Source: an optimization exercise on an open RTL-to-GDS flow (aim: small area). Production flows keep margins and buffers that such runs may drop. No run shown here included a check of the RTL's function; only the layout flow was run. No activity file was given, so power comes from the tool's default toggle rates.

File: flow/flow/run.sh
#!/bin/bash
# Own layout flow: the standard synthesis, then a re-mapping of the datapath's
# combinational logic (registers untouched, see remap.py) and a re-synthesis of the remaining
# control logic (ctlopt.py, checked equivalent by SAT), then the standard layout steps
# with the ports buffered by the smallest buffer and a clock tree of small buffers without
# dummy loads.
set -euo pipefail
W=$(pwd)
R=$W/orfs/results/${FLOW_PLATFORM}/branch_chkpt_ctrl/base
bash standard.sh synth > $W/flow_synth.log 2>&1
cp $R/1_2_yosys.v $W/1_2_yosys.standard.v
python3 $W/flow/remap.py $R/1_2_yosys.v > $W/flow_remap.log 2>&1
python3 $W/flow/ctlopt.py $R/1_2_yosys.v $W/ctlopt > $W/flow_ctlopt.log 2>&1
rm -f $R/1_synth.odb $R/1_synth.sdc
export BUFFER_PORTS_ARGS="-buffer_cell sky130_fd_sc_hd__buf_1"
export CTS_ARGS="-sink_clustering_enable -repair_clock_nets -dont_use_dummy_load -sink_clustering_size 16 -sink_clustering_max_diameter 80 -buf_list {sky130_fd_sc_hd__clkbuf_8}"
bash standard.sh finish > $W/flow_finish.log 2>&1
File: flow/flow/ctlopt.py
#!/usr/bin/env python3
"""Re-synthesise the control logic of a netlist that remap.py has written.

The control logic is every combinational cell that remap.py did not place (its cells are named
rm_*) and that is not a tie cell. It is cut out as a module whose ports are the nets it shares
with the rest of the design, re-mapped by Yosys/ABC with a stronger area script, checked
equivalent to the cut-out logic by a SAT miter, and stitched back in its place. Registers are
never touched. If any step fails, the netlist is left as it was.

usage: ctlopt.py NETLIST WORKDIR   (rewrites NETLIST in place)
"""
import os
import re
import subprocess
import sys

P = "sky130_fd_sc_hd__"
OUT_PINS = {"X", "Y", "Q", "Q_N", "SUM", "COUT", "HI", "LO"}
LIB = os.path.join(os.environ.get("FLOW_HOME", "/OpenROAD-flow-scripts/flow"),
                   "platforms/sky130hd/lib/sky130_fd_sc_hd__tt_025C_1v80.lib")
ABC_SCRIPT = "+strash; &get -n; &deepsyn -T 20; &put; dch; amap; topo"

path, work = sys.argv[1], sys.argv[2]
os.makedirs(work, exist_ok=True)
text = open(path).read()

inst_re = re.compile(r"^\s*(" + P + r"\w+)\s+(\S+)\s*\((.*?)\);\s*$", re.S | re.M)
pin_re = re.compile(r"\.(\w+)\(\s*([^()]*?)\s*\)")

cells = []
spans = []
for mm in inst_re.finditer(text):
    pins = {p: n.strip() for p, n in pin_re.findall(mm.group(3))}
    cells.append((mm.group(1), mm.group(2), pins))
    spans.append((mm.start(), mm.end()))


def is_flop(ty):
    return "df" in ty[len(P):]


ports_out = set(re.findall(r"^\s*output\s+(?:\[[^\]]*\]\s*)?(\S+?);", text, re.M))


def is_port_out(v):
    return v.split("[")[0].lstrip("\\") in ports_out


sel = [k for k, (ty, n, p) in enumerate(cells)
       if not n.startswith("rm_") and not is_flop(ty) and "conb" not in ty]
sel_set = set(sel)
drv, used = set(), set()
for k in sel:
    for pin, v in cells[k][2].items():
        (drv if pin in OUT_PINS else used).add(v)
outside = set()
for k, (ty, n, p) in enumerate(cells):
    if k in sel_set:
        continue
    for pin, v in p.items():
        if pin not in OUT_PINS:
            outside.add(v)
ins = sorted(used - drv)
outs = sorted(v for v in drv if v in outside or is_port_out(v))

name_of = {}


def nm(v):
    if v not in name_of:
        name_of[v] = "n%d_" % len(name_of) + re.sub(r"[^A-Za-z0-9_]", "_", v)
    return name_of[v]


lines = ["module ctl(%s);" % ", ".join(nm(v) for v in ins + outs)]
lines += ["  input %s;" % nm(v) for v in ins]
lines += ["  output %s;" % nm(v) for v in outs]
lines += ["  wire %s;" % nm(v) for v in sorted(drv - set(outs))]
for k in sel:
    ty, n, p = cells[k]
    lines.append("  %s c%d (%s);" % (ty, k, ", ".join(".%s(%s)" % (a, nm(b)) for a, b in p.items())))
lines.append("endmodule")
open(os.path.join(work, "ctl.v"), "w").write("\n".join(lines) + "\n")

ys = f"""
read_liberty -ignore_miss_func -ignore_miss_dir {LIB}
read_verilog {work}/ctl.v
hierarchy -top ctl
flatten
delete t:$scopeinfo
techmap
opt
abc -liberty {LIB} -dont_use *lpflow* -dont_use *probe* -script "{ABC_SCRIPT}"
opt_clean -purge
setundef -zero
hilomap -singleton -hicell {P}conb_1 HI -locell {P}conb_1 LO
splitnets
opt_clean -purge
insbuf -buf {P}buf_1 A X
tee -o {work}/ctl_opt_stat.txt stat -liberty {LIB}
write_verilog -noattr -noexpr {work}/ctl_opt.v
design -reset
read_liberty -ignore_miss_func -ignore_miss_dir {LIB}
read_verilog {work}/ctl.v
rename ctl gold
read_verilog {work}/ctl_opt.v
rename ctl gate
flatten
delete t:$scopeinfo
miter -equiv -flatten -make_assert gold gate miter
hierarchy -top miter
sat -verify -prove-asserts -show-ports miter
"""
open(os.path.join(work, "ctl.ys"), "w").write(ys)
r = subprocess.run(["yosys", "-s", os.path.join(work, "ctl.ys")], capture_output=True, text=True)
open(os.path.join(work, "ctl_yosys.log"), "w").write(r.stdout + r.stderr)
if r.returncode != 0 or "SAT proof finished - no model found: SUCCESS" not in r.stdout:
    print("ctlopt: yosys or the equivalence proof failed; netlist left unchanged")
    sys.exit(0)

opt = open(os.path.join(work, "ctl_opt.v")).read()
if re.search(r"^\s*assign\b", opt, re.M):
    print("ctlopt: re-mapped logic has assigns; netlist left unchanged")
    sys.exit(0)
back = {v: k for k, v in name_of.items()}
new_cells = []
for mm in inst_re.finditer(opt):
    pins = {}
    for a, b in pin_re.findall(mm.group(3)):
        b = b.strip()
        key = b.lstrip("\\").strip()
        pins[a] = back.get(key, "ctl_" + re.sub(r"[^A-Za-z0-9_]", "_", key))
    new_cells.append((mm.group(1), pins))
if not new_cells:
    print("ctlopt: nothing re-mapped; netlist left unchanged")
    sys.exit(0)
driven = set()
for ty, p in new_cells:
    for a, b in p.items():
        if a in OUT_PINS:
            driven.add(b)
if set(outs) - driven:
    print("ctlopt: some outputs undriven; netlist left unchanged")
    sys.exit(0)

# Stitch: drop the old cells, add the new ones and their internal wires.
out = []
pos = 0
for k, (s, e) in enumerate(spans):
    out.append(text[pos:s])
    if k not in sel_set:
        out.append(text[s:e])
    pos = e
body = "".join(out) + text[pos:]
internal = sorted({b for ty, p in new_cells for b in p.values() if b.startswith("ctl_")})
decl = "".join(f"  wire {w};\n" for w in internal)
inst = ""
for i, (ty, p) in enumerate(new_cells):
    pl = ",\n".join(f"    .{a}({b} )" if b.startswith("\\") else f"    .{a}({b})" for a, b in p.items())
    inst += f"  {ty} ctl_c{i} (\n{pl}\n  );\n"
first = spans[0][0]
idx = body.rindex("endmodule")
body = body[:first] + decl + body[first:idx] + inst + body[idx:]
open(path, "w").write(body)
print(f"ctlopt: replaced {len(sel)} cells with {len(new_cells)}")
print(open(os.path.join(work, "ctl_opt_stat.txt")).read())
File: flow/flow/remap.py
#!/usr/bin/env python3
"""Re-map the snapshot datapath of the synthesised netlist onto compact sky130hd cells.

The registers are left exactly as synthesis made them (same instances, names and cell types);
only combinational logic changes:
  * each slot_data register's D input becomes a22o(wr_en, in, wr_hold, q), a 2:1 hold mux
    without an inverter, with wr_en/wr_hold decoded once per slot;
  * each recovery-map / head output becomes the select, with inverted one-hot selects ns,
    nor2(o22ai(ns0,q0,ns1,q1), o22ai(ns2,q2,ns3,q3)) of the four slots.
  * the free-count path (running count, capture-time base, recovery sum) is rebuilt from
    half/full adders, with the bases stored and selected like the snapshot bits.
The logic these replace is swept as dead.

usage: remap.py NETLIST   (rewrites NETLIST in place)
"""
import re
import sys
from collections import defaultdict

P = "sky130_fd_sc_hd__"
NUM = 4
MAP_W = 192
HEAD_W = 6
DATA_W = MAP_W + HEAD_W
OUT_PINS = {"X", "Y", "Q", "Q_N", "SUM", "COUT", "HI", "LO"}

path = sys.argv[1]
text = open(path).read()

m = re.search(r"^(.*?\);\n)(.*)^(\s*endmodule.*)$", text, re.S | re.M)
header_and_decl, body, tail = m.group(1), m.group(2), m.group(3)

inst_re = re.compile(r"^\s*(" + P + r"\w+)\s+(\S+)\s*\((.*?)\);\s*$", re.S | re.M)
pin_re = re.compile(r"\.(\w+)\(\s*([^()]*?)\s*\)")

decls = []
cells = []  # [type, name, {pin: net}]
pos = 0
for mm in inst_re.finditer(body):
    decls.append(body[pos:mm.start()])
    pos = mm.end()
    pins = {p: n.strip() for p, n in pin_re.findall(mm.group(3))}
    cells.append([mm.group(1), mm.group(2), pins])
rest = body[pos:]
decl_text = "".join(decls) + rest
assert "assign" not in decl_text, "unexpected assign in netlist"

port_names = set(re.findall(r"^\s*(?:input|output)\s+(?:\[[^\]]*\]\s*)?(\S+?);",
                             header_and_decl + decl_text, re.M))
ports_out = set(re.findall(r"^\s*output\s+(?:\[[^\]]*\]\s*)?(\S+?);", header_and_decl + decl_text, re.M))


def base(net):
    return net.split("[")[0].lstrip("\\").strip()


def is_port_out(net):
    return base(net) in ports_out


def is_flop(ctype):
    return "df" in ctype[len(P):]


def norm(n):
    return n.strip()


flops = {}
for c in cells:
    if is_flop(c[0]):
        flops[c[1]] = c


def flop(prefix):
    hits = [c for n, c in flops.items() if n.startswith(prefix + "$")]
    assert len(hits) == 1, (prefix, len(hits))
    return hits[0]


def qnet(prefix):
    return flop(prefix)[2]["Q"]


new_wires = []
counter = [0]


def wire(tag):
    counter[0] += 1
    n = f"rm_{tag}_{counter[0]}"
    new_wires.append(n)
    return n


def add(ctype, pins, tag):
    counter[0] += 1
    cells.append([P + ctype, f"rm_{tag}_{counter[0]}", pins])


# Write enables and holds, one pair per slot.
a0 = qnet(r"\alloc_q[0]")
a1 = qnet(r"\alloc_q[1]")
cap = wire("cap")
add("and2_1", {"A": "chkpt_we_i", "B": "chkpt_avail_o", "X": cap}, "cap")
dec = [wire(f"dec{i}") for i in range(NUM)]
add("nor2_1", {"A": a0, "B": a1, "Y": dec[0]}, "dec")
add("nor2b_1", {"A": a1, "B_N": a0, "Y": dec[1]}, "dec")
add("nor2b_1", {"A": a0, "B_N": a1, "Y": dec[2]}, "dec")
add("and2_1", {"A": a0, "B": a1, "X": dec[3]}, "dec")
en = [wire(f"en{i}") for i in range(NUM)]
hold = [wire(f"hold{i}") for i in range(NUM)]
for i in range(NUM):
    add("and2_1", {"A": cap, "B": dec[i], "X": en[i]}, "en")
    add("nand2_1", {"A": cap, "B": dec[i], "Y": hold[i]}, "hold")


def data_in(b):
    return f"chkpt_rat_map_i[{b}]" if b < MAP_W else f"chkpt_fl_head_i[{b - MAP_W}]"


def data_out(b):
    return f"rat_recover_map_o[{b}]" if b < MAP_W else f"fl_recover_head_o[{b - MAP_W}]"


# Storage: D = wr_en ? in : q.
for i in range(NUM):
    for b in range(DATA_W):
        f = flop(rf"\slot_data[{i}][{b}]")
        assert f[0] == P + "dfxtp_1", f[0]
        d = wire("d")
        f[2]["D"] = d
        add("a22o_1", {"A1": en[i], "A2": data_in(b), "B1": hold[i], "B2": f[2]["Q"], "X": d}, "st")

# Read: one-hot select of the recovering slot.
# While recovering, alloc_q holds the mispredicted tag.
r0 = a0
r1 = a1
# Inverted one-hot selects: nsel[i] is 0 only for the recovering slot.
nsel = [wire(f"nsel{i}") for i in range(NUM)]
add("or2_1", {"A": r0, "B": r1, "X": nsel[0]}, "nsel")
add("nand2b_1", {"A_N": r1, "B": r0, "Y": nsel[1]}, "nsel")
add("nand2b_1", {"A_N": r0, "B": r1, "Y": nsel[2]}, "nsel")
add("nand2_1", {"A": r0, "B": r1, "Y": nsel[3]}, "nsel")
for b in range(DATA_W):
    out = data_out(b)
    drivers = [c for c in cells if any(p in OUT_PINS and n == out for p, n in c[2].items())]
    assert len(drivers) == 1, (out, len(drivers))
    drv = drivers[0]
    assert not is_flop(drv[0]), out
    for p, n in drv[2].items():
        if p in OUT_PINS and n == out:
            drv[2][p] = wire("dead")
    q = [qnet(rf"\slot_data[{i}][{b}]") for i in range(NUM)]
    n1 = wire("rd")
    n2 = wire("rd")
    # out = AND over slots of (nsel | q), which is the selected slot's bit.
    add("o22ai_1", {"A1": nsel[0], "A2": q[0], "B1": nsel[1], "B2": q[1], "Y": n1}, "rd")
    add("o22ai_1", {"A1": nsel[2], "A2": q[2], "B1": nsel[3], "B2": q[3], "Y": n2}, "rd")
    add("nor2_1", {"A": n1, "B": n2, "Y": out}, "rd")

# Free count: the running count G (free_cnt_q) with Gn = G + free, each slot's base
# cbase = count_in - Gn on capture, and at recovery cbase[slot] + Gn.
CW = 7
cfv = "commit_free_valid_i"
G = [flop(rf"\free_cnt_q[{k}]") for k in range(CW)]
Gq = [f[2]["Q"] for f in G]
Gn = [wire("gn") for k in range(CW)]
c = cfv
for k in range(CW):
    if k < CW - 1:
        cn = wire("gc")
        add("ha_1", {"A": Gq[k], "B": c, "SUM": Gn[k], "COUT": cn}, "ginc")
        c = cn
    else:
        add("xor2_1", {"A": Gq[k], "B": c, "X": Gn[k]}, "ginc")
for k in range(CW):
    G[k][2]["D"] = Gn[k]

cnt_in = [f"chkpt_fl_free_count_i[{k}]" for k in range(CW)]
cb_in = [wire("cbi") for k in range(CW)]
# cnt_in + ~Gn + 1
c = None
for k in range(CW):
    if k == 0:
        add("xor2_1", {"A": cnt_in[0], "B": Gn[0], "X": cb_in[0]}, "csub")
        c = wire("cc")
        add("or2b_1", {"A": cnt_in[0], "B_N": Gn[0], "X": c}, "csub")
    elif k < CW - 1:
        ng = wire("ngn")
        add("inv_1", {"A": Gn[k], "Y": ng}, "csub")
        cn = wire("cc")
        add("fa_1", {"A": cnt_in[k], "B": ng, "CIN": c, "SUM": cb_in[k], "COUT": cn}, "csub")
        c = cn
    else:
        x = wire("cx")
        add("xor2_1", {"A": cnt_in[k], "B": Gn[k], "X": x}, "csub")
        add("xnor2_1", {"A": x, "B": c, "Y": cb_in[k]}, "csub")

for i in range(NUM):
    for k in range(CW):
        f = flop(rf"\slot_cbase[{i}][{k}]")
        assert f[0] == P + "dfxtp_1", f[0]
        d = wire("d")
        f[2]["D"] = d
        add("a22o_1", {"A1": en[i], "A2": cb_in[k], "B1": hold[i], "B2": f[2]["Q"], "X": d}, "cst")

rc = []
for k in range(CW):
    q = [qnet(rf"\slot_cbase[{i}][{k}]") for i in range(NUM)]
    n1 = wire("rd")
    n2 = wire("rd")
    r = wire("rc")
    add("o22ai_1", {"A1": nsel[0], "A2": q[0], "B1": nsel[1], "B2": q[1], "Y": n1}, "rd")
    add("o22ai_1", {"A1": nsel[2], "A2": q[2], "B1": nsel[3], "B2": q[3], "Y": n2}, "rd")
    add("nor2_1", {"A": n1, "B": n2, "Y": r}, "rd")
    rc.append(r)

outs = [f"fl_recover_free_count_o[{k}]" for k in range(CW)]
for out in outs:
    drivers = [cc for cc in cells if any(p in OUT_PINS and n == out for p, n in cc[2].items())]
    assert len(drivers) == 1, (out, len(drivers))
    for p, n in drivers[0][2].items():
        if p in OUT_PINS and n == out:
            drivers[0][2][p] = wire("dead")
c = None
for k in range(CW):
    if k == 0:
        c = wire("ac")
        add("ha_1", {"A": rc[0], "B": Gn[0], "SUM": outs[0], "COUT": c}, "cadd")
    elif k < CW - 1:
        cn = wire("ac")
        add("fa_1", {"A": rc[k], "B": Gn[k], "CIN": c, "SUM": outs[k], "COUT": cn}, "cadd")
        c = cn
    else:
        x = wire("ax")
        add("xor2_1", {"A": rc[k], "B": Gn[k], "X": x}, "cadd")
        add("xor2_1", {"A": x, "B": c, "X": outs[k]}, "cadd")

# Sweep combinational cells that drive nothing.
removed = 0
while True:
    loads = defaultdict(int)
    for c in cells:
        for p, n in c[2].items():
            if p not in OUT_PINS:
                loads[n] += 1
    keep = []
    for c in cells:
        outs = [n for p, n in c[2].items() if p in OUT_PINS]
        dead = (not is_flop(c[0])) and outs and all(loads[n] == 0 and not is_port_out(n) for n in outs)
        if dead:
            removed += 1
        else:
            keep.append(c)
    if len(keep) == len(cells):
        break
    cells = keep

# Drop declarations of wires no longer used.
used = set()
for c in cells:
    used.update(c[2].values())
out_lines = []
for line in decl_text.splitlines():
    mm = re.match(r"^\s*wire\s+(\\\S+\s|\S+);\s*$", line)
    if mm:
        n = mm.group(1).strip()
        if n not in used and n not in port_names:
            continue
    out_lines.append(line)

with open(path, "w") as fo:
    fo.write(header_and_decl)
    fo.write("\n".join(out_lines).rstrip() + "\n")
    for n in new_wires:
        if n in used:
            fo.write(f"  wire {n};\n")
    for t, n, pins in cells:
        pl = ",\n".join(f"    .{p}({v} )" if v.startswith("\\") else f"    .{p}({v})"
                         for p, v in pins.items())
        fo.write(f"  {t} {n} (\n{pl}\n  );\n")
    fo.write(tail if tail.endswith("\n") else tail + "\n")

cnt = defaultdict(int)
for c in cells:
    cnt[c[0]] += 1
print(f"remap: removed {removed} dead cells, {len(cells)} cells now")
for t in sorted(cnt):
    print(f"  {cnt[t]:6d} {t}")
File: flow/standard.sh
#!/bin/bash
# synth_recipe.tcl (not shown) runs the flow's synth.tcl, then flattens the netlist and writes it again
# the make line also repeats each setting of config.mk as NAME=value (left out here)
make -C /OpenROAD-flow-scripts/flow DESIGN_CONFIG=/design/flow/config.mk WORK_HOME=/design/flow/orfs CLKGATE_MAP_FILE= SYNTH_SCRIPT=/design/flow/synth_recipe.tcl "${@:-finish}"
File: flow/config.mk
export PLATFORM = sky130hd
export DESIGN_NAME = branch_chkpt_ctrl
export DESIGN_NICKNAME = branch_chkpt_ctrl
export VERILOG_FILES = /design/flow/design.v
export SDC_FILE = /design/flow/constraint.sdc
export NUM_CORES = 4
export LEC_CHECK = 0
export ABC_AREA = 1
export CAP_MARGIN = 20
export CORE_MARGIN = 2
export CORE_UTILIZATION = 30
export SLEW_MARGIN = 20
File: flow/constraint.sdc
create_clock -name core_clock -period 5.5 [get_ports {clk_i}]
set_input_delay 1.1000 -clock core_clock [delete_from_list [all_inputs] [get_ports {clk_i}]]
set_output_delay 1.1000 -clock core_clock [all_outputs]
set_load 0.01 [all_outputs]
File: flow/design.v
package branch_chkpt_ctrl_pkg;
    localparam int PREGS       = 64;
    localparam int PREG_W      = 6;
    localparam int COUNT_W     = $clog2(PREGS) + 1;
    localparam int NUM_ARCH    = 32;
    localparam int MAP_W       = NUM_ARCH * PREG_W;
    localparam int NUM_CHKPT   = 4;
    localparam int CHKPT_TAG_W = 4;
    typedef enum logic {
        ST_IDLE,
        ST_RECOVER
    } chkpt_state_e;
    typedef struct packed {
        logic [MAP_W-1:0]   rat_map;
        logic [PREG_W-1:0]  fl_head;
        logic [COUNT_W-1:0] fl_count;
        logic [COUNT_W-1:0] free_since;
        logic               valid;
        logic               resolved;
    } chkpt_slot_t;
endpackage
module branch_chkpt_ctrl #(
    parameter int NUM_CHKPT = branch_chkpt_ctrl_pkg::NUM_CHKPT,
    parameter int TAG_W     = branch_chkpt_ctrl_pkg::CHKPT_TAG_W
) (
    input  logic                                        clk_i,
    input  logic                                        rst_i,
    input  logic                                        chkpt_we_i,
    input  logic [branch_chkpt_ctrl_pkg::MAP_W-1:0]     chkpt_rat_map_i,
    input  logic [branch_chkpt_ctrl_pkg::PREG_W-1:0]    chkpt_fl_head_i,
    input  logic [branch_chkpt_ctrl_pkg::COUNT_W-1:0]   chkpt_fl_free_count_i,
    output logic [TAG_W-1:0]                            chkpt_tag_o,
    output logic                                        chkpt_avail_o,
    input  logic                                        commit_free_valid_i,
    input  logic [branch_chkpt_ctrl_pkg::PREG_W-1:0]    fl_live_tail_i,
    input  logic                                        resolve_valid_i,
    input  logic [TAG_W-1:0]                            resolve_tag_i,
    input  logic                                        resolve_mispredict_i,
    output logic                                        rat_recover_o,
    output logic [branch_chkpt_ctrl_pkg::MAP_W-1:0]     rat_recover_map_o,
    output logic                                        fl_recover_o,
    output logic [branch_chkpt_ctrl_pkg::PREG_W-1:0]    fl_recover_head_o,
    output logic [branch_chkpt_ctrl_pkg::PREG_W-1:0]    fl_recover_tail_o,
    output logic [branch_chkpt_ctrl_pkg::COUNT_W-1:0]   fl_recover_free_count_o,
    output logic                                        flush_o,
    output logic                                        busy_o
);
    localparam int PTR_W   = $clog2(NUM_CHKPT);
    localparam int MAP_W   = branch_chkpt_ctrl_pkg::MAP_W;
    localparam int PREG_W  = branch_chkpt_ctrl_pkg::PREG_W;
    localparam int COUNT_W = branch_chkpt_ctrl_pkg::COUNT_W;
    localparam int DATA_W  = MAP_W + PREG_W;
    logic [DATA_W-1:0]  slot_data  [NUM_CHKPT];
    logic [COUNT_W-1:0] slot_cbase [NUM_CHKPT];
    logic [NUM_CHKPT-1:0] slot_valid;
    logic [NUM_CHKPT-1:0] slot_resolved;
    logic [PTR_W-1:0]   oldest_q;
    logic [PTR_W-1:0]   alloc_q;
    logic               recover_q;
    logic [COUNT_W-1:0] free_cnt_q;
    logic [COUNT_W-1:0] free_cnt_d;
    logic               full;
    logic               tag_hit;
    logic               mispredict;
    logic               resolve_ok;
    logic               capture;
    logic               retire;
    logic [PTR_W-1:0]   res_idx;
    logic [1:0]         res_dist;
    logic [1:0]         slot_dist [NUM_CHKPT];
    logic [NUM_CHKPT-1:0] younger_mask;
    logic [1:0]         oldest_inc;
    logic [1:0]         alloc_inc;
    logic [NUM_CHKPT-1:0] wr_en;
    logic [NUM_CHKPT-1:0] wr_hold;       
    logic [COUNT_W-1:0] cbase_in;
    assign full          = slot_valid[alloc_q];
    assign res_idx       = resolve_tag_i[PTR_W-1:0];
    assign tag_hit       = resolve_valid_i && (resolve_tag_i[TAG_W-1:PTR_W] == '0)
                           && slot_valid[res_idx] && !recover_q;
    assign mispredict    = tag_hit && resolve_mispredict_i;
    assign resolve_ok    = tag_hit && !resolve_mispredict_i;
    assign chkpt_avail_o = !full && !recover_q && !(resolve_valid_i && resolve_mispredict_i);
    assign capture       = chkpt_we_i && chkpt_avail_o;
    assign retire        = slot_valid[oldest_q] && slot_resolved[oldest_q];
    assign res_dist      = {res_idx[1] ^ oldest_q[1] ^ (~res_idx[0] & oldest_q[0]), res_idx[0] ^ oldest_q[0]};
    assign oldest_inc    = {oldest_q[1] ^ oldest_q[0], ~oldest_q[0]};
    assign alloc_inc     = {alloc_q[1] ^ alloc_q[0], ~alloc_q[0]};
    assign chkpt_tag_o   = TAG_W'(alloc_q);
    assign free_cnt_d    = free_cnt_q + COUNT_W'(commit_free_valid_i);
    assign cbase_in      = chkpt_fl_free_count_i - free_cnt_d;
    always_comb begin
        for (int i = 0; i < NUM_CHKPT; i++) begin
            slot_dist[i]    = {PTR_W'(i) ^ oldest_q};
            slot_dist[i][1] = slot_dist[i][1] ^ (PTR_W'(i) == PTR_W'(0) || PTR_W'(i) == PTR_W'(2) ? oldest_q[0] : 1'b0);
            younger_mask[i] = (slot_dist[i][1] & ~res_dist[1])
                              | (~(slot_dist[i][1] ^ res_dist[1]) & (slot_dist[i][0] | ~res_dist[0]));
            wr_en[i]        = capture && (alloc_q == PTR_W'(i));
            wr_hold[i]      = !chkpt_we_i || full || recover_q || (resolve_valid_i && resolve_mispredict_i)
                              || (alloc_q != PTR_W'(i));
        end
    end
    always_ff @(posedge clk_i or posedge rst_i) begin
        if (rst_i) begin
            recover_q     <= 1'b0;
            oldest_q      <= '0;
            alloc_q       <= '0;
            slot_valid    <= '0;
            slot_resolved <= '0;
            free_cnt_q    <= '0;
        end else begin
            recover_q  <= mispredict;
            free_cnt_q <= free_cnt_d;
            if (retire) begin
                slot_valid[oldest_q] <= 1'b0;
                oldest_q             <= oldest_inc;
            end
            if (resolve_ok) begin
                slot_resolved[res_idx] <= 1'b1;
            end
            if (capture) begin
                slot_valid[alloc_q]    <= 1'b1;
                slot_resolved[alloc_q] <= 1'b0;
                alloc_q                <= alloc_inc;
            end
            if (mispredict) begin
                for (int i = 0; i < NUM_CHKPT; i++) begin
                    if (younger_mask[i]) begin
                        slot_valid[i] <= 1'b0;
                    end
                end
                alloc_q <= res_idx;
            end
        end
    end
    always_ff @(posedge clk_i) begin
        for (int i = 0; i < NUM_CHKPT; i++) begin
            slot_data[i]  <= ({DATA_W{wr_en[i]}} & {chkpt_fl_head_i, chkpt_rat_map_i})
                           | ({DATA_W{wr_hold[i]}} & slot_data[i]);
            slot_cbase[i] <= ({COUNT_W{wr_en[i]}} & cbase_in)
                           | ({COUNT_W{wr_hold[i]}} & slot_cbase[i]);
        end
    end
    logic [NUM_CHKPT-1:0] rec_sel;
    logic [DATA_W-1:0]    rec_data;
    logic [COUNT_W-1:0]   rec_cbase;
    always_comb begin
        rec_data  = '0;
        rec_cbase = '0;
        for (int i = 0; i < NUM_CHKPT; i++) begin
            rec_sel[i] = (alloc_q == PTR_W'(i));
            rec_data   = rec_data  | ({DATA_W{rec_sel[i]}}  & slot_data[i]);
            rec_cbase  = rec_cbase | ({COUNT_W{rec_sel[i]}} & slot_cbase[i]);
        end
    end
    assign rat_recover_o           = recover_q;
    assign fl_recover_o            = recover_q;
    assign flush_o                 = recover_q;
    assign busy_o                  = recover_q;
    assign rat_recover_map_o       = rec_data[MAP_W-1:0];
    assign fl_recover_head_o       = rec_data[DATA_W-1:MAP_W];
    assign fl_recover_tail_o       = fl_live_tail_i;
    assign fl_recover_free_count_o = rec_cbase + free_cnt_d;
endmodule
==> key figures, run 1 <==
STA
  – Tmin final: 5.26 ns
  – Slew Limit Fails: 0
  – Final clock skew: 0.0551 ns
  – Min Hold Slack: 0.357 ns
  – Final setup violation count: 0
  – Final Hold Vio Count: 0
  – FMAX: 190 MHz
  – Period utilisation layout: 95.7%
  – RSZ-0062 raised after global routing: false
  – Slew @ Worst Pin: 0.989 ns
  – Max-slew headroom: 34.0%

Route
  – DRT iter0 DRCs: 2063
  – ANT nets after route: 0
  – Vias per cell: 5.66
  – DR WL/cell: 21.7 um
  – Total iterations of the first detailed-routing run: 5
  – Final WL: 91300 um
  – DRC: 0
  – Via count: 23800

GRT
  – Overflow after GRT: 0
  – Total Routing Usage GR: 17.8%
  – Largest net degree at the start of global routing: 104
  – First-pass GRT wire length: 140000 um
  – Initial antenna violation count: 7
  – Vias in the first global route: 23500

Setup path
  – Worst Path Required: 4.40 ns
  – Critical Path Sink: fl_recover_free_count_o[6]
  – Worst-path maximum fanout: 5
  – Crit. End Element: output pin
  – R2r setup slk: 1.85 ns
  – CP max-delay cell: dfrtp_2
  – Critical Path AT: 4.16 ns
  – Most used cell, CP: fa_1
  – Worst setup path class: flip-flop to output pin
  – Reg2reg start: free_cnt_q[0]
  – Critical path origin: alloc_q[0]
  – FF-to-FF End: slot_cbase[1][6]
  – CP max stage delay: 0.48 ns
  – R2R depth: 10
  – Critical Path Source Type: flip-flop
  – CP Cell Sequence: or2_4 > o22ai_1 > nor2_1 > ha_1 > fa_2 > fa_1 > fa_1 > fa_1 > fa_1 > xor2_1 > clkbuf_2

Floorplanning
  – IO Pins: 441
  – Core region area: 93500 sq um
  – Die Area: 96800 sq um
  – Initial Util: 30.3%
  – DIE WIDTH: 311 um
  – Site Rows: 112
  – Die Span Y: 311 um

Finish
  – Synthesis-to-layout area growth: 16.6%
  – Commonest cells after routing, fill and taps aside: 820 x a22o_1, 820 x dfxtp_1, 425 x buf_1
  – Register area: 16900 sq um
  – Share of cells above drive strength 1: 4.74%
  – Post-route cell area: 33000 sq um
  – Area of the multi-input gates: 11400 sq um
  – Fillcell total: 9456
  – Fin nets: 3191

Place
  – Final HPWL from detailed placement: 52200 um
  – Final Wtd Congestion: 0.814
  – DP Area: 32100 sq um
  – IO buf count: 426

Clock tree
  – Clk sinks: 840
  – Clk slew on worst S/H paths: 0.10 ns
  – CTS tree: done
  – Hold_buf cts: 0
  – Worst-Skew Late Latency: 0.74 ns
  – H-tree depth: 2
  – Max Root-Sink Buffers: 3
  – CTS Buf Count: 61
  – CTS root buffer: clkbuf_8

Power and ir drop
  – Cell Pwr Density: 731 nW/um^2
  – Peak supply drop: 575 uV
  – Pleak: 13.8 nW

Status
  – Status: complete, no violations

Logic synthesis
  – Number of synthesis warnings: 4
  – Syn avg cell area: 11.7 sq um
  – Number of cells produced by synthesis: 2411
  – Post-Syn Area: 28300 sq um

Job
  – # Max-Cap Violations: 0

Min path
  – Hold Path Class: input port to async pin
power by group:
group          internal (mW)  switching (mW)
registers               8.94            1.50
clock network          0.988            1.92
logic                   4.62            6.17
total                   14.5            9.60
timing repair:
| action | CTS | global route |
|---|---|---|
| resized for setup | 2 | 2 |
| buffers inserted | 4 | 0 |
| endpoints found under the setup margin | 2 | 1 |
| cloned | 0 | 0 |
| pin swaps | 0 | 0 |
cell type report:
cell class / instances / share of cell area (%)
Inverter: 19 / 0.216
Sequential cell: 840 / 51.2
Antenna cell: 3 / 0.0227
Clock buffer: 61 / 2.54
Tap cell: 1254 / 4.75
Timing Repair Buffer: 489 / 6.81
Multi-Input combinational cell: 1542 / 34.4
how the worst min path moves through the flow:
stage	startpoint	end	depth (start not counted)
after floorplan	slot_data[1][0]	slot_data[1][0]	1
after global placement	slot_data[3][31]	slot_data[3][31]	1
after detailed placement	slot_data[1][164]	slot_data[1][164]	1
after CTS	rst_i	free_cnt_q[1]	2
after global routing	rst_i	free_cnt_q[1]	2
final	rst_i	free_cnt_q[1]	2
critical path: cells and delay by family (launching register included):
kind,cells,cell delay (ns)
compound gates,1,0.17
simple gates,2,0.36
flops,1,0.48
fa+ha+maj,6,2.11
xor+xnor,1,0.15
buf+inv,1,0.15
through the flow:
step	worst slack [ns]	setup TNS, ns	power [mW]	std cells	utilization (%)
2_1_floorplan	-0.211	-171.13	17.4	2412	-
3_3_place_gp	0.424	0	21.0	4140	34.4
6_report	0.238	0	24.1	4208	35.3
5_1_grt	0.0482	0	25.6	4207	35.3
4_1_cts	0.0674	0	24.2	4205	35.3
3_5_place_dp	0.363	0	21.1	4140	34.4
sequential cells by signal (all words and copies together), names as in the netlist:
signal and count:
slot_cbase 28, recover_q 1, alloc_q 2, oldest_q 2, slot_data 792, slot_resolved 4, free_cnt_q 7, slot_valid 4
layer usage:
metal	up-vias	share of wire, %	track usage (%)
li1	10900	-	-
met1	11800	46	24.6
met2	952	45	27.9
met3	137	7.0	3.47
met4	10	2.3	5.50
met5	-	0.076	0
==> run 2: changes to the inputs <==
--- a/flow/config.mk
+++ b/flow/config.mk
@@ -9,4 +9,5 @@
 export CAP_MARGIN = 20
 export CORE_MARGIN = 2
 export CORE_UTILIZATION = 30
+export PLACE_DENSITY = 0.75
 export SLEW_MARGIN = 20
==> key figures, run 2 <==
Setup path
  – Crit. End Element: output pin (unchanged)
  – R2r setup slk: 1.91 ns (was 1.85 ns)
  – Worst setup path class: flip-flop to output pin (unchanged)
  – Worst-path maximum fanout: 4 (was 5)
  – Critical Path Source Type: flip-flop (unchanged)
  – Worst Path Required: 4.40 ns (about the same)
  – Critical Path AT: 4.16 ns (about the same)

STA
  – FMAX: 190 MHz (about the same)
  – RSZ-0062 raised after global routing: false (unchanged)
  – Slew Limit Fails: 0 (unchanged)
  – Period utilisation layout: 95.6% (was 95.7%)
  – Max-slew headroom: 32.0% (was 34.0%)
  – Final setup violation count: 0 (unchanged)
  – Final clock skew: 0.0598 ns (was 0.0551 ns)
  – Tmin final: 5.26 ns (about the same)
  – Slew @ Worst Pin: 1.02 ns (was 0.989 ns)
  – Final Hold Vio Count: 0 (unchanged)

Power and ir drop
  – Clock Power Share: 11.8% (was 12.1%)
  – Cell Pwr Density: 734 nW/um^2 (was 731 nW/um^2)
  – Net Sw Power: 9.63 mW (was 9.60 mW)
  – Peak supply drop: 428 uV (was 575 uV)
  – Combinational share of power: 44.9% (was 44.7%)
  – Sequential share of power: 43.3% (was 43.2%)
  – Pleak: 13.8 nW (about the same)
  – Sw Ratio: 39.8% (about the same)
  – Int Pwr: 14.6 mW (was 14.5 mW)
  – Pwr Total: 24.2 mW (was 24.1 mW)

Finish
  – Share of cells above drive strength 1: 4.45% (was 4.74%)
  – Commonest cells after routing, fill and taps aside: 820 x a22o_1, 820 x dfxtp_1, 425 x buf_1 (unchanged)
  – Largest Register: slot_data (unchanged)
  – Non-Filler Instances: 4198 (was 4208)
  – Fillcell total: 9254 (was 9456)
  – Largest registers: slot_data (792), slot_cbase (28), free_cnt_q (7) (unchanged)
  – Max reg flops: 792 (unchanged)
  – Fin nets: 3182 (was 3191)
  – Synthesis-to-layout area growth: 16.6% (about the same)

Floorplanning
  – Die Area: 96800 sq um (unchanged)
  – Site Rows: 112 (unchanged)
  – Core region area: 93500 sq um (unchanged)
  – Initial Util: 30.3% (unchanged)
  – IO Pins: 441 (unchanged)
  – Die Span Y: 311 um (unchanged)
  – DIE WIDTH: 311 um (unchanged)

Place
  – IO buf count: 426 (unchanged)
  – Final HPWL from detailed placement: 50700 um (was 52200 um)
  – Placed instance count: 4133 (was 4140)
  – Final Wtd Congestion: 0.824 (was 0.814)

Route
  – Total iterations of the first detailed-routing run: 6 (was 5)
  – Vias per cell: 5.82 (was 5.66)
  – DRC: 0 (unchanged)
  – Via count: 24400 (was 23800)
  – ANT nets after route: 0 (unchanged)
  – DR WL/cell: 21.1 um (was 21.7 um)
  – DRT iter0 DRCs: 2512 (was 2063)
  – Final WL: 88700 um (was 91300 um)

GRT
  – Vias in the first global route: 24200 (was 23500)
  – Total Routing Usage GR: 17.1% (was 17.8%)
  – Grt met1 use: 22.9% (was 24.6%)
  – GR Util met2: 27.4% (was 27.9%)
  – Initial antenna violation count: 5 (was 7)
  – Largest net degree at the start of global routing: 107 (was 104)
  – Met3 Use GR: 3.95% (was 3.47%)
  – Top Usage Layer GRT: met2 (unchanged)
  – Overflow after GRT: 0 (unchanged)
  – First-pass GRT wire length: 137000 um (was 140000 um)

Clock tree
  – CTS root buffer: clkbuf_8 (unchanged)
  – Clk slew on worst S/H paths: 0.11 ns (was 0.10 ns)
  – Clk sinks: 840 (unchanged)
  – Max Root-Sink Buffers: 3 (unchanged)
  – Hold_buf cts: 0 (unchanged)
  – CTS Buf Count: 60 (was 61)
  – Worst-Skew Late Latency: 0.73 ns (was 0.74 ns)
  – CTS tree: done (unchanged)
  – H-tree depth: 2 (unchanged)

Logic synthesis
  – Syn avg cell area: 11.7 sq um (unchanged)
  – Number of cells produced by synthesis: 2411 (unchanged)
  – Number of synthesis warnings: 4 (unchanged)
  – Post-Syn Area: 28300 sq um (unchanged)

Min path
  – Hold Path Class: input port to async pin (unchanged)

Job
  – # Max-Cap Violations: 0 (unchanged)

Status
  – Status: complete, no violations (unchanged)
[run 2: final cells by class]
cell class,count,area (sq um),share of cell area (%)
Clock buffer,60,826,2.50
Tap cell,1254,1570,4.75
Multi-Input combinational cell,1542,11400,34.4
Inverter,19,71.3,0.216
Sequential cell,840,16900,51.3
Antenna cell,2,5.00,0.0152
Timing Repair Buffer,481,2250,6.82
[run 2: routing by layer]
metal	wire [um]	share of wire, %
met3	7420	8.4
met4	2060	2.3
met5	41	0.046
met2	40800	46
met1	38300	43
[run 2: power groups by stage]
stage	Combinational, mW	Clock, mW	Sequential, mW
2_1_floorplan	7.22	0	10.1
3_3_place_gp	10.5	0	10.4
3_5_place_dp	10.7	0	10.5
5_1_grt	11.7	3.15	10.7
4_1_cts	10.8	2.95	10.4
6_report	10.9	2.87	10.5
[run 2: timing repair]
item,in CTS,in global routing
setup buffers,3,0
endpoints found under the setup margin,2,1
resized for setup,2,3
[run 2: path summary, 6_finish.rpt]
| path | start | to | cells after the start |
|---|---|---|---|
| setup reg to reg | free_cnt_q[0] | slot_cbase[3][6] | 10 |
| hold reg to reg | slot_data[1][162] | slot_data[1][162] | 1 |
| setup / recovery | alloc_q[0] | fl_recover_free_count_o[6] | 11 |
| hold / removal | rst_i | slot_resolved[2] | 2 |
| max in group asynchronous | rst_i | slot_valid[3] | 2 |
| min in group core_clock | slot_data[1][162] | slot_data[1][162] | 1 |
[run 2: through the flow]
stage	setup TNS, ns	setup WS (ns)	hold slack (ns)	util, %	area (sq um)
2_1_floorplan	-171.13	-0.211	0.443	-	28300
3_3_place_gp	0	0.324	0.456	34.4	32100
3_5_place_dp	0	0.295	0.455	34.4	32100
4_1_cts	0	0.0662	0.298	35.3	33000
5_1_grt	0	0.0138	0.344	35.3	33000
6_report	0	0.240	0.386	35.3	33000
[run 2: worst max-delay path, stage by stage, from the launching register on]
cell and delay, ns:
dfrtp_2 0.45, or2_4 0.27, o22ai_1 0.18, nor2_1 0.07, ha_1 0.21, fa_1 0.38, fa_1 0.40, fa_2 0.37
fa_1 0.40, fa_1 0.39, xor2_1 0.18, buf_2 0.16
==> run 3: changes to the inputs <==
--- a/flow/flow/run.sh
+++ b/flow/flow/run.sh
@@ -13,5 +13,5 @@
 python3 $W/flow/ctlopt.py $R/1_2_yosys.v $W/ctlopt > $W/flow_ctlopt.log 2>&1
 rm -f $R/1_synth.odb $R/1_synth.sdc
 export BUFFER_PORTS_ARGS="-buffer_cell sky130_fd_sc_hd__buf_1"
-export CTS_ARGS="-sink_clustering_enable -repair_clock_nets -dont_use_dummy_load -sink_clustering_size 16 -sink_clustering_max_diameter 80 -buf_list {sky130_fd_sc_hd__clkbuf_8}"
+export CTS_ARGS="-sink_clustering_enable -repair_clock_nets -dont_use_dummy_load -sink_clustering_size 20 -sink_clustering_max_diameter 60 -buf_list {sky130_fd_sc_hd__clkbuf_8}"
 bash standard.sh finish > $W/flow_finish.log 2>&1
==> key figures, run 3 <==
Status
  – Status: complete, no violations (unchanged)

Clock tree
  – CTS tree: done (unchanged)
  – H-tree depth: 3 (was 2)
  – CTS Buf Count: 66 (was 60)
  – Max Root-Sink Buffers: 3 (unchanged)
  – CTS root buffer: clkbuf_8 (unchanged)
  – Clk slew on worst S/H paths: 0.09 ns (was 0.11 ns)
  – Worst-Skew Late Latency: 0.70 ns (was 0.73 ns)
  – Clk sinks: 840 (unchanged)

Power and ir drop
  – Peak supply drop: 441 uV (was 428 uV)
  – Pleak: 13.9 nW (was 13.8 nW)
  – Cell Pwr Density: 736 nW/um^2 (was 734 nW/um^2)

Route
  – DR WL/cell: 21.1 um (about the same)
  – ANT nets after route: 0 (unchanged)
  – Vias per cell: 5.79 (was 5.82)
  – Final WL: 88700 um (about the same)
  – DRT iter0 DRCs: 2545 (was 2512)
  – DRC: 0 (unchanged)
  – Via count: 24400 (about the same)
  – Total iterations of the first detailed-routing run: 5 (was 6)

Job
  – # Max-Cap Violations: 0 (unchanged)

STA
  – Tmin final: 5.25 ns (was 5.26 ns)
  – Final setup violation count: 0 (unchanged)
  – Slew @ Worst Pin: 1.01 ns (was 1.02 ns)
  – Setup TNS: 0 ns (unchanged)
  – Period utilisation layout: 95.5% (was 95.6%)
  – Slew Limit Fails: 0 (unchanged)
  – Max-slew headroom: 32.8% (was 32.0%)
  – Final clock skew: 0.0694 ns (was 0.0598 ns)
  – RSZ-0062 raised after global routing: false (unchanged)
  – FMAX: 190 MHz (about the same)
  – Final Hold Vio Count: 0 (unchanged)

Setup path
  – Critical Path AT: 4.15 ns (was 4.16 ns)
  – Reg2reg start: free_cnt_q[0] (unchanged)
  – Most used cell, CP: fa_1 (unchanged)
  – Worst setup path class: flip-flop to output pin (unchanged)
  – FF-to-FF End: slot_cbase[2][6] (was slot_cbase[3][6])
  – CP Cell Sequence: or2_4 > o22ai_1 > nor2_1 > ha_1 > fa_1 > fa_1 > fa_2 > fa_1 > fa_1 > xor2_1 > clkbuf_2 (was or2_4 > o22ai_1 > nor2_1 > ha_1 > fa_1 > fa_1 > fa_2 > fa_1 > fa_1 > xor2_1 > buf_2)
  – Crit. End Element: output pin (unchanged)
  – CP max stage delay: 0.44 ns (was 0.45 ns)
  – CP max-delay cell: dfrtp_2 (unchanged)
  – Worst Path Required: 4.40 ns (about the same)
  – Critical Path Source Type: flip-flop (unchanged)
  – R2r setup slk: 1.92 ns (was 1.91 ns)
  – Worst-path maximum fanout: 4 (unchanged)
  – R2R depth: 9 (was 10)

Floorplanning
  – DIE WIDTH: 311 um (unchanged)
  – Initial Util: 30.3% (unchanged)
  – Core region area: 93500 sq um (unchanged)
  – IO Pins: 441 (unchanged)
  – Die Area: 96800 sq um (unchanged)
  – Die Span Y: 311 um (unchanged)
  – Site Rows: 112 (unchanged)

Logic synthesis
  – Syn avg cell area: 11.7 sq um (unchanged)
  – Number of cells produced by synthesis: 2411 (unchanged)
  – Number of synthesis warnings: 4 (unchanged)
  – Post-Syn Area: 28300 sq um (unchanged)

Place
  – Final Wtd Congestion: 0.824 (unchanged)
  – Final HPWL from detailed placement: 50700 um (unchanged)
  – IO buf count: 426 (unchanged)
  – DP Area: 32100 sq um (unchanged)

Finish
  – Synthesis-to-layout area growth: 16.9% (was 16.6%)
  – Fin nets: 3188 (was 3182)
  – Largest registers: slot_data (792), slot_cbase (28), free_cnt_q (7) (unchanged)
  – Share of cells above drive strength 1: 4.65% (was 4.45%)
  – Largest Register: slot_data (unchanged)
  – Commonest cells after routing, fill and taps aside: 820 x a22o_1, 820 x dfxtp_1, 425 x buf_1 (unchanged)
  – Post-route cell area: 33100 sq um (was 33000 sq um)
  – Max reg flops: 792 (unchanged)

GRT
  – Initial antenna violation count: 8 (was 5)
  – Vias in the first global route: 24200 (about the same)
  – First-pass GRT wire length: 137000 um (about the same)
  – Largest net degree at the start of global routing: 107 (unchanged)
  – Total Routing Usage GR: 17.2% (was 17.1%)
  – Overflow after GRT: 0 (unchanged)

Min path
  – Hold Path Class: input port to async pin (unchanged)
[run 3: per-stage QoR]
| stage | power, mW | util (%) | hold slack, ns | setup WS (ns) | cells |
|---|---|---|---|---|---|
| after CTS | 24.3 | 35.4 | 0.303 | 0.0737 | 4202 |
| after global routing | 25.7 | 35.4 | 0.375 | 0.0349 | 4205 |
| final | 24.4 | 35.4 | 0.408 | 0.246 | 4207 |
| after floorplan | 17.4 | - | 0.443 | -0.211 | 2412 |
| after detailed placement | 21.2 | 34.4 | 0.455 | 0.295 | 4133 |
| after global placement | 20.9 | 34.4 | 0.456 | 0.324 | 4133 |
[run 3: what timing repair did]
item / CTS / global route
gates cloned: 0 / 0
setup endpoints to repair: 2 / 1
resized for setup: 2 / 2
pin swaps: 0 / 0
hold buffers: 0 / 0
buffers inserted: 3 / 0
[run 3: area by class of cell]
class | count | area, sq um
antenna | 5 | 12.5
inverter | 19 | 71.3
fill | 9249 | 60400
tap | 1254 | 1570
timing repair buffer | 481 | 2250
clock buffer | 66 | 908
multi-input combinational | 1542 | 11400
sequential | 840 | 16900
[run 3: worst max path at each step]
stage | from | endpoint | slack, ns | depth (start not counted)
final | alloc_q[0] | fl_recover_free_count_o[6] | 0.25 | 11
after global routing | alloc_q[0] | fl_recover_free_count_o[6] | 0.03 | 11
after CTS | alloc_q[0] | fl_recover_free_count_o[6] | 0.07 | 11
after detailed placement | commit_free_valid_i | fl_recover_free_count_o[6] | 0.29 | 10
after global placement | commit_free_valid_i | fl_recover_free_count_o[6] | 0.32 | 10
after floorplan | resolve_valid_i | slot_cbase[0][0] | -0.21 | 4
[run 3: per-layer routing]
| metal | routed length [um] | GRT usage, % | vias to the layer above |
|---|---|---|---|
| met5 | 55 | 0 | - |
| met4 | 2750 | 6.87 | 8 |
| met3 | 7310 | 4.39 | 181 |
| met2 | 40200 | 26.8 | 1161 |
| met1 | 38300 | 22.7 | 12100 |
| li1 | - | - | 10900 |
[run 3: power breakdown]
group | leakage [nW] | internal [mW] | total [mW] | switching, mW
Sequential | 7.11 | 8.94 | 10.5 | 1.54
Combinational | 6.27 | 4.67 | 10.9 | 6.22
Clock | 0.475 | 1.08 | 2.99 | 1.91
[run 3: critical path, delay by kind of cell (launching register included)]
| kind | cells | cell delay [ns] |
|---|---|---|
| fa+ha+maj | 6 | 2.14 |
| flops | 1 | 0.44 |
| simple gates | 2 | 0.35 |
| compound gates | 1 | 0.18 |
| xor+xnor | 1 | 0.18 |
| buf+inv | 1 | 0.16 |

-- re-timing with driven ports --
Ports are ideal in the flow. The routed layouts listed here were re-timed in OpenROAD.
Step 1 sets driving cells, clkbuf_16 on the clock port and buf_2 on the other inputs (assumed; they add their load-dependent delay and slew).
Step 2 adds t to the input delays and takes it off the output delays; t is the mean of the earliest and latest rising clock arrival at the registers after step 1. Input paths then give back, and output paths get back, about the clock's delay inside the block.
Three values: ideal ports, drivers, drivers and shift; two values: the first two.
| run | t, ns | setup WS [ns] | pins driven straight from the clock port |
|---|---|---|---|
| run 1 | 0.772 | 0.238 / 0.181 / 0.442 | 1 |
| run 2 | 0.759 | 0.240 / 0.184 / 0.360 | 1 |
| run 3 | 0.724 | 0.246 / 0.192 / 0.357 | 1 |
After both steps every run listed still meets setup and hold.
